Context: an optimization exercise on an open-source flow, tuned for small area. The choices shown serve that exercise and are no tape-out recipe.
The RTL was checked by simulation tests, not by an equivalence proof against the original design.
Power figures rest on the tool's default switching activity, not on a simulated workload.

### design/flow/run.sh
#!/bin/bash
# synth_recipe.tcl (not shown) runs the flow's synth.tcl, then flattens the netlist and writes it again
# the make line also repeats each setting of config.mk as NAME=value (left out here)
make -C /OpenROAD-flow-scripts/flow DESIGN_CONFIG=/design/flow/config.mk WORK_HOME=/design/flow/orfs CLKGATE_MAP_FILE= SYNTH_SCRIPT=/design/flow/synth_recipe.tcl finish
### design/flow/design.v
package tetris_pkg;
    typedef enum logic [4-1:0] {
        EMPTY = 4'd0,
        WALL  = 4'd1,
        I     = 4'd2,
        O     = 4'd3,
        S     = 4'd4,
        Z     = 4'd5,
        J     = 4'd6,
        L     = 4'd7,
        T     = 4'd8
    } cell_t;
    typedef logic [1:0]                 angle_t;         
    typedef logic [3:0]                 pos_x_t;
    typedef logic [4:0]                 pos_y_t;
    typedef logic [9-1:0]  field_addr_t;    
    typedef logic signed [2:0]          offset_t;
    function automatic logic [23:0] piece_offsets(input logic [2:0] kind_idx,
                                                  input angle_t   angle);
        logic [23:0] r;
        r = '0;
        case ({kind_idx, angle})
            5'b000_00: r = {3'h2, 3'h0, 3'h1, 3'h0, 3'h7, 3'h0, 3'h0, 3'h0};    
            5'b000_01: r = {3'h1, 3'h2, 3'h1, 3'h1, 3'h1, 3'h0, 3'h1, 3'h7};
            5'b000_10: r = {3'h2, 3'h1, 3'h1, 3'h1, 3'h7, 3'h1, 3'h0, 3'h1};
            5'b000_11: r = {3'h0, 3'h2, 3'h0, 3'h1, 3'h0, 3'h0, 3'h0, 3'h7};
            5'b001_00: r = {3'h7, 3'h7, 3'h7, 3'h0, 3'h0, 3'h7, 3'h0, 3'h0};    
            5'b001_01: r = {3'h7, 3'h7, 3'h7, 3'h0, 3'h0, 3'h7, 3'h0, 3'h0};
            5'b001_10: r = {3'h7, 3'h7, 3'h7, 3'h0, 3'h0, 3'h7, 3'h0, 3'h0};
            5'b001_11: r = {3'h7, 3'h7, 3'h7, 3'h0, 3'h0, 3'h7, 3'h0, 3'h0};
            5'b010_00: r = {3'h1, 3'h7, 3'h0, 3'h7, 3'h7, 3'h0, 3'h0, 3'h0};    
            5'b010_01: r = {3'h1, 3'h1, 3'h1, 3'h0, 3'h0, 3'h7, 3'h0, 3'h0};
            5'b010_10: r = {3'h7, 3'h1, 3'h0, 3'h1, 3'h1, 3'h0, 3'h0, 3'h0};
            5'b010_11: r = {3'h0, 3'h1, 3'h7, 3'h7, 3'h7, 3'h0, 3'h0, 3'h0};
            5'b011_00: r = {3'h1, 3'h0, 3'h7, 3'h7, 3'h0, 3'h7, 3'h0, 3'h0};    
            5'b011_01: r = {3'h0, 3'h1, 3'h1, 3'h7, 3'h1, 3'h0, 3'h0, 3'h0};
            5'b011_10: r = {3'h1, 3'h1, 3'h0, 3'h1, 3'h7, 3'h0, 3'h0, 3'h0};
            5'b011_11: r = {3'h7, 3'h1, 3'h7, 3'h0, 3'h0, 3'h7, 3'h0, 3'h0};
            5'b100_00: r = {3'h1, 3'h0, 3'h7, 3'h7, 3'h7, 3'h0, 3'h0, 3'h0};    
            5'b100_01: r = {3'h0, 3'h1, 3'h1, 3'h7, 3'h0, 3'h7, 3'h0, 3'h0};
            5'b100_10: r = {3'h1, 3'h1, 3'h1, 3'h0, 3'h7, 3'h0, 3'h0, 3'h0};
            5'b100_11: r = {3'h7, 3'h1, 3'h0, 3'h1, 3'h0, 3'h7, 3'h0, 3'h0};
            5'b101_00: r = {3'h1, 3'h0, 3'h1, 3'h7, 3'h7, 3'h0, 3'h0, 3'h0};    
            5'b101_01: r = {3'h1, 3'h1, 3'h0, 3'h1, 3'h0, 3'h7, 3'h0, 3'h0};
            5'b101_10: r = {3'h1, 3'h0, 3'h7, 3'h1, 3'h7, 3'h0, 3'h0, 3'h0};
            5'b101_11: r = {3'h0, 3'h1, 3'h7, 3'h7, 3'h0, 3'h7, 3'h0, 3'h0};
            5'b110_00: r = {3'h0, 3'h7, 3'h1, 3'h0, 3'h7, 3'h0, 3'h0, 3'h0};    
            5'b110_01: r = {3'h0, 3'h1, 3'h1, 3'h0, 3'h0, 3'h7, 3'h0, 3'h0};
            5'b110_10: r = {3'h0, 3'h1, 3'h1, 3'h0, 3'h7, 3'h0, 3'h0, 3'h0};
            5'b110_11: r = {3'h0, 3'h1, 3'h0, 3'h7, 3'h7, 3'h0, 3'h0, 3'h0};
            default: r = '0;
        endcase
        piece_offsets = r;
    endfunction
endpackage
`timescale 1ns/100ps
module piece_control (
    input   logic                   i_clk,
    input   logic                   i_res_n,
    input   logic   [14:0]          i_snes_state,
    input   logic                   i_fix_busy,      
    input   logic                   i_fix_done,      
    output  tetris_pkg::cell_t      o_kind,
    output  tetris_pkg::angle_t     o_angle,
    output  tetris_pkg::pos_x_t     o_pos_x,
    output  tetris_pkg::pos_y_t     o_pos_y,
    output  logic                   o_fix_req,
    output  logic                   o_clear_req
);
    logic   [14:0]  r_btn_old;
    logic   [14:0]  w_press;
    tetris_pkg::cell_t          r_next_kind;
    assign w_press = i_snes_state & ~r_btn_old;      
    always_ff @(posedge i_clk or negedge i_res_n) begin
        if (!i_res_n) begin
            r_btn_old   <= '0;
            o_fix_req   <= 1'b0;
            o_clear_req <= 1'b0;
        end else begin
            r_btn_old   <= i_snes_state;
            o_fix_req   <= w_press[13];
            o_clear_req <= w_press[12];
        end
    end
    always_ff @(posedge i_clk or negedge i_res_n) begin
        if (!i_res_n) begin
            o_kind      <= tetris_pkg::I;
            r_next_kind <= tetris_pkg::O;
            o_angle     <= tetris_pkg::angle_t'(0);
            o_pos_x     <= tetris_pkg::pos_x_t'(6);
            o_pos_y     <= tetris_pkg::pos_y_t'(1);
        end else if (i_fix_done) begin
            o_kind      <= r_next_kind;
            r_next_kind <= (r_next_kind == tetris_pkg::T) ? tetris_pkg::I : tetris_pkg::cell_t'(r_next_kind + 4'd1);
            o_angle     <= tetris_pkg::angle_t'(0);
            o_pos_x     <= tetris_pkg::pos_x_t'(6);
            o_pos_y     <= tetris_pkg::pos_y_t'(1);
        end else if (!i_fix_busy) begin
            if (w_press[6]) begin
                o_angle <= o_angle + 2'd1;
            end else if (w_press[14]) begin
                o_angle <= o_angle - 2'd1;
            end else if (w_press[9]) begin
                o_pos_y <= o_pos_y + 5'd1;
            end else if (w_press[8]) begin
                o_pos_x <= o_pos_x - 4'd1;       
            end else if (w_press[7]) begin
                o_pos_x <= o_pos_x + 4'd1;
            end
        end
    end
endmodule
`timescale 1ns/100ps
module piece_shape (
    input   tetris_pkg::pos_x_t     i_pos_x,         
    input   tetris_pkg::pos_y_t     i_pos_y,         
    input   tetris_pkg::cell_t      i_kind,
    input   tetris_pkg::angle_t     i_angle,
    input   tetris_pkg::pos_x_t     i_piece_x,
    input   tetris_pkg::pos_y_t     i_piece_y,
    output  logic                   o_covered
);
    logic           w_kind_ok;
    logic   [2:0]   w_kind_idx;
    assign w_kind_ok  = (i_kind >= tetris_pkg::I) && (i_kind <= tetris_pkg::T);
    assign w_kind_idx = w_kind_ok ? 3'(i_kind - tetris_pkg::I) : 3'd0;      
    logic   [23:0]  w_offsets;
    logic   [2:0]   w_dx;
    logic   [2:0]   w_dy;
    assign w_offsets = tetris_pkg::piece_offsets(w_kind_idx, i_angle);
    always_comb begin
        o_covered = 1'b0;
        for (int n = 0; n < 4; n++) begin
            w_dx = w_offsets[6*n+3 +: 3];
            w_dy = w_offsets[6*n   +: 3];
            if (i_pos_x == i_piece_x + {w_dx[2], w_dx} &&
                i_pos_y == i_piece_y + {{2{w_dy[2]}}, w_dy}) begin
                o_covered = w_kind_ok;
            end
        end
    end
endmodule
`timescale 1ns/100ps
module field_writer (
    input   logic                       i_clk,
    input   logic                       i_res_n,
    input   logic                       i_fix_req,
    input   logic                       i_clear_req,
    input   tetris_pkg::field_addr_t    i_vram_addr,
    input   logic                       i_covered,
    input   tetris_pkg::cell_t          i_kind,
    output  logic                       o_wr_en,
    output  tetris_pkg::field_addr_t    o_wr_addr,
    output  tetris_pkg::cell_t          o_wr_data,
    output  logic                       o_fix_busy,
    output  logic                       o_fix_done
);
    logic           r_clr_pend;
    logic           r_fix_pend;
    logic           r_clr_busy;
    logic           r_fix_busy;
    tetris_pkg::pos_x_t         r_clr_x;
    tetris_pkg::pos_y_t         r_clr_y;
    logic           r_fix_wen;
    tetris_pkg::field_addr_t    r_fix_addr;
    tetris_pkg::cell_t          r_fix_data;
    tetris_pkg::field_addr_t    w_clr_addr;
    tetris_pkg::cell_t          w_clr_data;
    logic           w_frame_start;
    logic           w_clr_start;
    logic           w_fix_start;
    assign w_frame_start = (i_vram_addr == '0) && !r_clr_busy && !r_fix_busy;
    assign w_clr_start   = w_frame_start && r_clr_pend;
    assign w_fix_start   = w_frame_start && r_fix_pend && !r_clr_pend;   
    always_ff @(posedge i_clk or negedge i_res_n) begin
        if (!i_res_n) begin
            r_clr_pend <= 1'b0;
            r_fix_pend <= 1'b0;
        end else begin
            if (w_clr_start) begin
                r_clr_pend <= 1'b0;
            end else if (i_clear_req) begin
                r_clr_pend <= 1'b1;
            end
            if (w_fix_start) begin
                r_fix_pend <= 1'b0;
            end else if (i_fix_req) begin
                r_fix_pend <= 1'b1;
            end
        end
    end
    assign w_clr_addr = tetris_pkg::field_addr_t'(r_clr_y) * tetris_pkg::field_addr_t'(12) +
                        tetris_pkg::field_addr_t'(r_clr_x);
    assign w_clr_data = (r_clr_y == tetris_pkg::pos_y_t'(22 - 1) || r_clr_x == 4'd0 ||
                         r_clr_x == tetris_pkg::pos_x_t'(12 - 1) ||
                         (r_clr_y == 5'd0 && (r_clr_x == 4'd1 || r_clr_x == 4'd2 ||
                             r_clr_x == tetris_pkg::pos_x_t'(12 - 3) ||
                             r_clr_x == tetris_pkg::pos_x_t'(12 - 2))))
                        ? tetris_pkg::WALL : tetris_pkg::EMPTY;
    always_ff @(posedge i_clk or negedge i_res_n) begin
        if (!i_res_n) begin
            r_clr_busy <= 1'b0;
            r_clr_x    <= '0;
            r_clr_y    <= '0;
        end else if (w_clr_start) begin
            r_clr_busy <= 1'b1;
            r_clr_x    <= '0;
            r_clr_y    <= '0;
        end else if (r_clr_busy) begin
            if (w_clr_addr == tetris_pkg::field_addr_t'(264 - 1)) begin
                r_clr_busy <= 1'b0;      
            end
            if (r_clr_x == tetris_pkg::pos_x_t'(12 - 1)) begin
                r_clr_x <= '0;
                r_clr_y <= r_clr_y + 5'd1;
            end else begin
                r_clr_x <= r_clr_x + 4'd1;
            end
        end
    end
    always_ff @(posedge i_clk or negedge i_res_n) begin
        if (!i_res_n) begin
            r_fix_busy <= 1'b0;
            r_fix_wen  <= 1'b0;
            o_fix_done <= 1'b0;
        end else begin
            o_fix_done <= 1'b0;
            r_fix_wen  <= 1'b0;
            if (w_fix_start) begin
                r_fix_busy <= 1'b1;
            end else if (r_fix_busy && i_vram_addr == tetris_pkg::field_addr_t'(264)) begin
                r_fix_busy <= 1'b0;
                o_fix_done <= 1'b1;
            end
            if (w_fix_start || r_fix_busy) begin
                r_fix_wen <= i_covered && (i_vram_addr < tetris_pkg::field_addr_t'(264));
            end
        end
    end
    always_ff @(posedge i_clk) begin
        r_fix_addr <= i_vram_addr;
        r_fix_data <= i_kind;
    end
    assign o_wr_en    = r_clr_busy || r_fix_wen;
    assign o_wr_addr  = r_clr_busy ? w_clr_addr : r_fix_addr;
    assign o_wr_data  = r_clr_busy ? w_clr_data : r_fix_data;
    assign o_fix_busy = r_fix_busy;
endmodule
`timescale 1ns/100ps
module field_ram (
    input   logic                       i_clk,
    input   logic                       i_wr_en,
    input   tetris_pkg::field_addr_t    i_wr_addr,
    input   tetris_pkg::cell_t          i_wr_data,
    input   tetris_pkg::field_addr_t    i_rd_addr,
    output  tetris_pkg::cell_t          o_rd_data
);
    tetris_pkg::cell_t  r_mem [264];
    always_ff @(posedge i_clk) begin
        if (i_wr_en) begin
            r_mem[i_wr_addr] <= i_wr_data;
        end
        if (i_rd_addr < tetris_pkg::field_addr_t'(264)) begin
            o_rd_data <= r_mem[i_rd_addr];
        end else begin
            o_rd_data <= tetris_pkg::EMPTY;
        end
    end
endmodule
`timescale 1ns/100ps
module scan_overlay (
    input   logic                   i_clk,
    input   logic                   i_res_n,
    input   logic                   i_covered,
    input   tetris_pkg::cell_t      i_kind,
    input   tetris_pkg::cell_t      i_field_data,    
    output  tetris_pkg::cell_t      o_block_data
);
    logic   r_covered;
    tetris_pkg::cell_t  r_kind;
    always_ff @(posedge i_clk or negedge i_res_n) begin
        if (!i_res_n) begin
            r_covered <= 1'b0;
        end else begin
            r_covered <= i_covered;
        end
    end
    always_ff @(posedge i_clk) begin
        r_kind <= i_kind;
    end
    assign o_block_data = r_covered ? r_kind : i_field_data;
endmodule
`timescale 1ns/100ps
module tetris_top (
    input   logic                       i_clk,
    input   logic                       i_res_n,
    input   tetris_pkg::field_addr_t    i_vram_addr,
    input   tetris_pkg::pos_x_t         i_pos_x,
    input   tetris_pkg::pos_y_t         i_pos_y,
    output  tetris_pkg::cell_t          o_block_data,
    input   logic   [14:0]              i_snes_state,
    output  logic                       o_game_reset_pls,
    output  logic                       o_bgm_fixed_pls
);
    tetris_pkg::cell_t          w_kind;
    tetris_pkg::angle_t         w_angle;
    tetris_pkg::pos_x_t         w_piece_x;
    tetris_pkg::pos_y_t         w_piece_y;
    logic           w_fix_req;
    logic           w_clear_req;
    logic           w_fix_busy;
    logic           w_fix_done;
    logic           w_covered;
    logic           w_wr_en;
    tetris_pkg::field_addr_t    w_wr_addr;
    tetris_pkg::cell_t          w_wr_data;
    tetris_pkg::cell_t          w_field_data;
    piece_control u_piece_control (
        .i_clk          (i_clk),
        .i_res_n        (i_res_n),
        .i_snes_state   (i_snes_state),
        .i_fix_busy     (w_fix_busy),
        .i_fix_done     (w_fix_done),
        .o_kind         (w_kind),
        .o_angle        (w_angle),
        .o_pos_x        (w_piece_x),
        .o_pos_y        (w_piece_y),
        .o_fix_req      (w_fix_req),
        .o_clear_req    (w_clear_req)
    );
    piece_shape u_piece_shape (
        .i_pos_x        (i_pos_x),
        .i_pos_y        (i_pos_y),
        .i_kind         (w_kind),
        .i_angle        (w_angle),
        .i_piece_x      (w_piece_x),
        .i_piece_y      (w_piece_y),
        .o_covered      (w_covered)
    );
    field_writer u_field_writer (
        .i_clk          (i_clk),
        .i_res_n        (i_res_n),
        .i_fix_req      (w_fix_req),
        .i_clear_req    (w_clear_req),
        .i_vram_addr    (i_vram_addr),
        .i_covered      (w_covered),
        .i_kind         (w_kind),
        .o_wr_en        (w_wr_en),
        .o_wr_addr      (w_wr_addr),
        .o_wr_data      (w_wr_data),
        .o_fix_busy     (w_fix_busy),
        .o_fix_done     (w_fix_done)
    );
    field_ram u_field_ram (
        .i_clk          (i_clk),
        .i_wr_en        (w_wr_en),
        .i_wr_addr      (w_wr_addr),
        .i_wr_data      (w_wr_data),
        .i_rd_addr      (i_vram_addr),
        .o_rd_data      (w_field_data)
    );
    scan_overlay u_scan_overlay (
        .i_clk          (i_clk),
        .i_res_n        (i_res_n),
        .i_covered      (w_covered),
        .i_kind         (w_kind),
        .i_field_data   (w_field_data),
        .o_block_data   (o_block_data)
    );
    assign o_game_reset_pls = w_clear_req;      
    assign o_bgm_fixed_pls  = w_fix_req;        
endmodule
### design/flow/constraint.sdc
create_clock -name core_clock -period 8.0 [get_ports {i_clk}]
set_input_delay 1.6000 -clock core_clock [delete_from_list [all_inputs] [get_ports {i_clk}]]
set_output_delay 1.6000 -clock core_clock [all_outputs]
set_load 0.01 [all_outputs]
### design/flow/config.mk
export PLATFORM = sky130hd
export DESIGN_NAME = tetris_top
export DESIGN_NICKNAME = tetris_top
export VERILOG_FILES = /design/flow/design.v
export SDC_FILE = /design/flow/constraint.sdc
export NUM_CORES = 4
export LEC_CHECK = 0
export CAP_MARGIN = 20
export CORE_MARGIN = 2
export CORE_UTILIZATION = 40
export SLEW_MARGIN = 20
==> metrics.md <==
| Metric | Value |
|---|---|
| Skew-Pair Late Insertion Delay | a little under 0.7 ns |
| DPL Wire Length | 75500 um |
| Synth warn | 5 |
| Worst r2r src | u_piece_control.o_kind[1] |
| WHS | 0.410 ns |
| Total number of vias | 25156 |
| CP startpoint | u_piece_control.o_kind[1] |
| WL/cell | 27.4 um |
| Worst Path Required | 8.59 ns |
| Final core occ | a little under half |
| Critical path startpoint category | flip-flop |
| Pre-CTS setup slack | 2.84 ns |
| Vias in the first global route | roughly 26000 |
| Count of cell types in the netlist | 82 |
| Cells after Synth | around 2700 |
| DR iter-0 viols | 3223 |
| Total CTS buffers | 113 |
| Peak supply drop | 490 uV |
| Core area | about 0.12 sq mm |
| Crit end category | flip-flop |
| Grt ovf | 0 |
| Worst R2R Setup Slack | 3.39 ns |
| Post-DR vias/cell | 5.78 |
| CTS tree | yes |
| Setup CP Type | reg -> reg |
| Proportion of layout cells with a drive suffix above 1 | 19.4% |
| Actual slew at the worst max-slew pin | 1.18 ns |
| P_leak | 16.3 nW |
| Die area | 0.120 sq mm |
| Die width | 346 um |
| GRT Resource Usage Total | 19.7% |
| Final Hold Viols | 0 |
| Clock transition at path regs | roughly 0.06 ns |
| CTS resizes | 0 |
| Hold Buf Count CTS | 0 |
| Clk sinks | 1117 |
| Final Wtd Congestion | 0.877 |
| Final WS setup | 3.39 ns |
| Worst Hold Class | reg -> reg |
| Setup bufs post-CTS | 0 |
| Fin Clk Skew | 0.0185 ns |
| Worst endpoint data arrival time | 5.20 ns |
| P per Cell Area | 312 mW/mm^2 |
| Max Root-Sink Buffers | 3 |
| Final WL | 119000 um |
| Seq cells post-synth | 1117 |
| Number of flops mapped to enable cells by yosys | around 1100 |
| Final ANT Viol Nets | 0 |
| H-tree depth | 3 |
| Synth Flop Type | edfxtp_1 |
| Synthesized area | 0.0469 sq mm |
| Max Freq | 217 MHz |
| FFs w/ async S/R, synth | slightly below 4% |
| Row count | 125 |
| Worst-path maximum fanout | 18 |
| P&R area growth vs syn | 12.5% |
| Syn_nets | 2776 |
| Drt pass-1 iters | 6 |
| Boundary Pins | 41 |
| Final max-slew violation count | 0 |
| Global-route wire length before repair | between 150000 and 200000 um |
| Setup Viol. Count Final | 0 |
| Clk root buf | clkbuf_16 |
| Min Clock Period, post-route | 4.61 ns |
| Synth Area per Inst | 17.5 sq um |
| MaxCap Viol Count | 0 |
| IO Port Bufs | 32 |
| Sequential area share after synthesis | between 70% and 80% |
| Tot Pwr | 16.5 mW |
| Status | complete, no violations |
| Vert. Die Dim | 346 um |
| Reg2reg end | u_field_writer.r_fix_wen |
| Largest net degree at the start of global routing | approximately 270 |
| RSZ-0062 raised after global routing | false |
| Relative slew margins | 21.3% |
| Reg2Reg Depth | 14 |
| Tcrit/Tclk final | 57.7% |
| CP endpoint | u_field_writer.r_fix_wen |
| # DRC | 0 |
| Fin nets | 2828 |
| Initial antenna violation count | 3 |
| Setup TNS Final | 0 ns |
| Initial cell density of the core | 40.4% |
-- worst max-delay path, stage by stage (launching register included) --
cell      delay [ns]
dfstp_2         0.75
inv_1           0.10
ha_1            0.52
inv_1           0.13
nor2_1          0.23
mux2_2          0.36
o21ai_0         0.31
ha_1            0.25
inv_1           0.07
fa_1            0.49
xnor2_1         0.15
nor4_1          0.35
nand4_1         0.12
o32a_1          0.45
a211oi_1        0.22
-- power breakdown --
group / internal, mW / switching [mW]
registers: 7.00 / 0.170
clock network: 3.24 / 2.20
logic: 1.03 / 2.84
total: 11.3 / 5.21
-- kinds of logic (layout without fill, tap and decap cells) --
logic type	count (synthesis)	after routing	share of synthesized area (%)
adder cells (fa/ha/maj)	66	66	1.92
XOR/XNOR	75	75	1.40
AND/OR/NAND/NOR	619	619	5.54
multiplexers	339	339	14.5
other	0	2	0
AO/OA/AOI/OAI	273	273	4.05
flip-flops	1117	1117	70.7
buffers and inverters	186	337	1.95
-- cell usage in the layout, fill, tap and decap left out, types with 39 or more instances in the layout --
cell / netlist / routed
nand2_1: 150 / 150
inv_1: 43 / 43
a22oi_1: 42 / 42
o21ai_0: 39 / 39
clkbuf_16: 0 / 121
xnor2_1: 50 / 50
edfxtp_1: 1056 / 1056
nor2_1: 352 / 347
a21oi_1: 57 / 56
mux4_2: 269 / 269
mux2i_1: 49 / 49
ha_1: 56 / 56
buf_4: 17 / 39
-- area by class of cell --
class	count	area (sq um)
inverters	47	176
clock inverters	70	696
well taps	1524	1910
flip-flops and latches	1117	33200
fillers	9819	63400
diodes	2	5.00
clock buffers	144	3170
repair buffers	76	753
multi-input cells	1372	12900
-- Yosys cell counts (all sizes together), types with 5 or more instances --
cell	instances	share of area [%]
ha	56	1.5
buf	91	1.2
nand2	150	1.2
dfstp	6	0.34
a211o	6	0.11
o221ai	7	0.13
edfxtp	1056	68
nor3	15	0.16
dfrtp	38	2.0
a21o	20	0.32
a211oi	9	0.15
o22ai	11	0.15
a31oi	18	0.25
nand4	8	0.11
nor2b	17	0.23
mux2	21	0.50
a32oi	5	0.093
fa	10	0.43
a22o	5	0.093
nand3	30	0.33
nand3b	5	0.088
nor4	8	0.12
mux2i	49	1.0
nand2b	13	0.17
mux4	269	13
o21ai	42	0.45
inv	45	0.36
clkbuf	48	0.38
xor2	25	0.47
a221oi	6	0.11
a22oi	42	0.67
dfxtp	17	0.73
nor2	352	2.8
xnor2	50	0.93
o32a	6	0.13
a21oi	59	0.65
-- worst min path at each step --
stage,cells past startpoint,slack [ns],end,start
6_report,1,0.41,u_piece_control.o_fix_req,u_piece_control.r_btn_old[13]
5_1_grt,1,0.42,u_piece_control.o_fix_req,u_piece_control.r_btn_old[13]
4_1_cts,1,0.41,u_piece_control.o_fix_req,u_piece_control.r_btn_old[13]
3_5_place_dp,1,0.40,u_piece_control.o_fix_req,u_piece_control.r_btn_old[13]
3_3_place_gp,1,0.39,u_piece_control.o_fix_req,u_piece_control.r_btn_old[13]
2_1_floorplan,1,0.38,u_piece_control.o_clear_req,u_piece_control.r_btn_old[12]
-- metrics by stage --
| step | instance area (sq um) | cells |
|---|---|---|
| 4_1_cts | 52700 | 4348 |
| 2_1_floorplan | 46900 | 2675 |
| 6_report | 52800 | 4352 |
| 5_1_grt | 52800 | 4350 |
| 3_3_place_gp | 48800 | 4134 |
| 3_5_place_dp | 48800 | 4134 |
-- flip-flops by register name (all words and copies together), names as in the netlist, 5 cells and up --
name and cells:
u_field_ram.r_mem 1056, u_field_writer.r_clr_y 5, u_field_writer.r_fix_addr 9, u_piece_control.o_pos_y 5, u_piece_control.r_btn_old 7
-- per-layer routing --
| metal | wire [um] | up-vias | global-route usage [%] | part of all wire [%] |
|---|---|---|---|---|
| met1 | 49400 | 13169 | 27.1 | 41 |
| met2 | 56900 | 1071 | 31.6 | 48 |
| met3 | 9350 | 221 | 3.83 | 7.8 |
| li1 | - | 10691 | - | - |
| met5 | 26 | - | 0 | 0.022 |
| met4 | 3570 | 4 | 6.34 | 3.0 |

-- re-timing with driven ports --
The results above use ideal ports. As a check the final layout listed here was re-extracted and re-timed, cells and wires unchanged. Step 1: set_driving_cell puts a clkbuf_16 on i_clk and a buf_2 on each other input, an assumption about the parent block. Step 2 adds t to the input delays and takes it off the output delays; t is the mean of the earliest and latest rising clock arrival at the registers after step 1. Input paths then give back, and output paths get back, about the clock's delay inside the block. Slacks: ideal / step 1 / step 2; pairs: ideal / step 1.
shift t [ns]: 0.750
setup WS [ns]: 3.387 / 3.387 / 2.782
hold slack, ns: 0.410 / 0.410 / 0.410
worst setup path after step 2: input to register
pins driven straight from the clock port: 1
After both steps setup and hold are still met in this run. For this run, drivers alone change the setup slack by 0.000 ns; drivers and shift together by -0.605 ns.
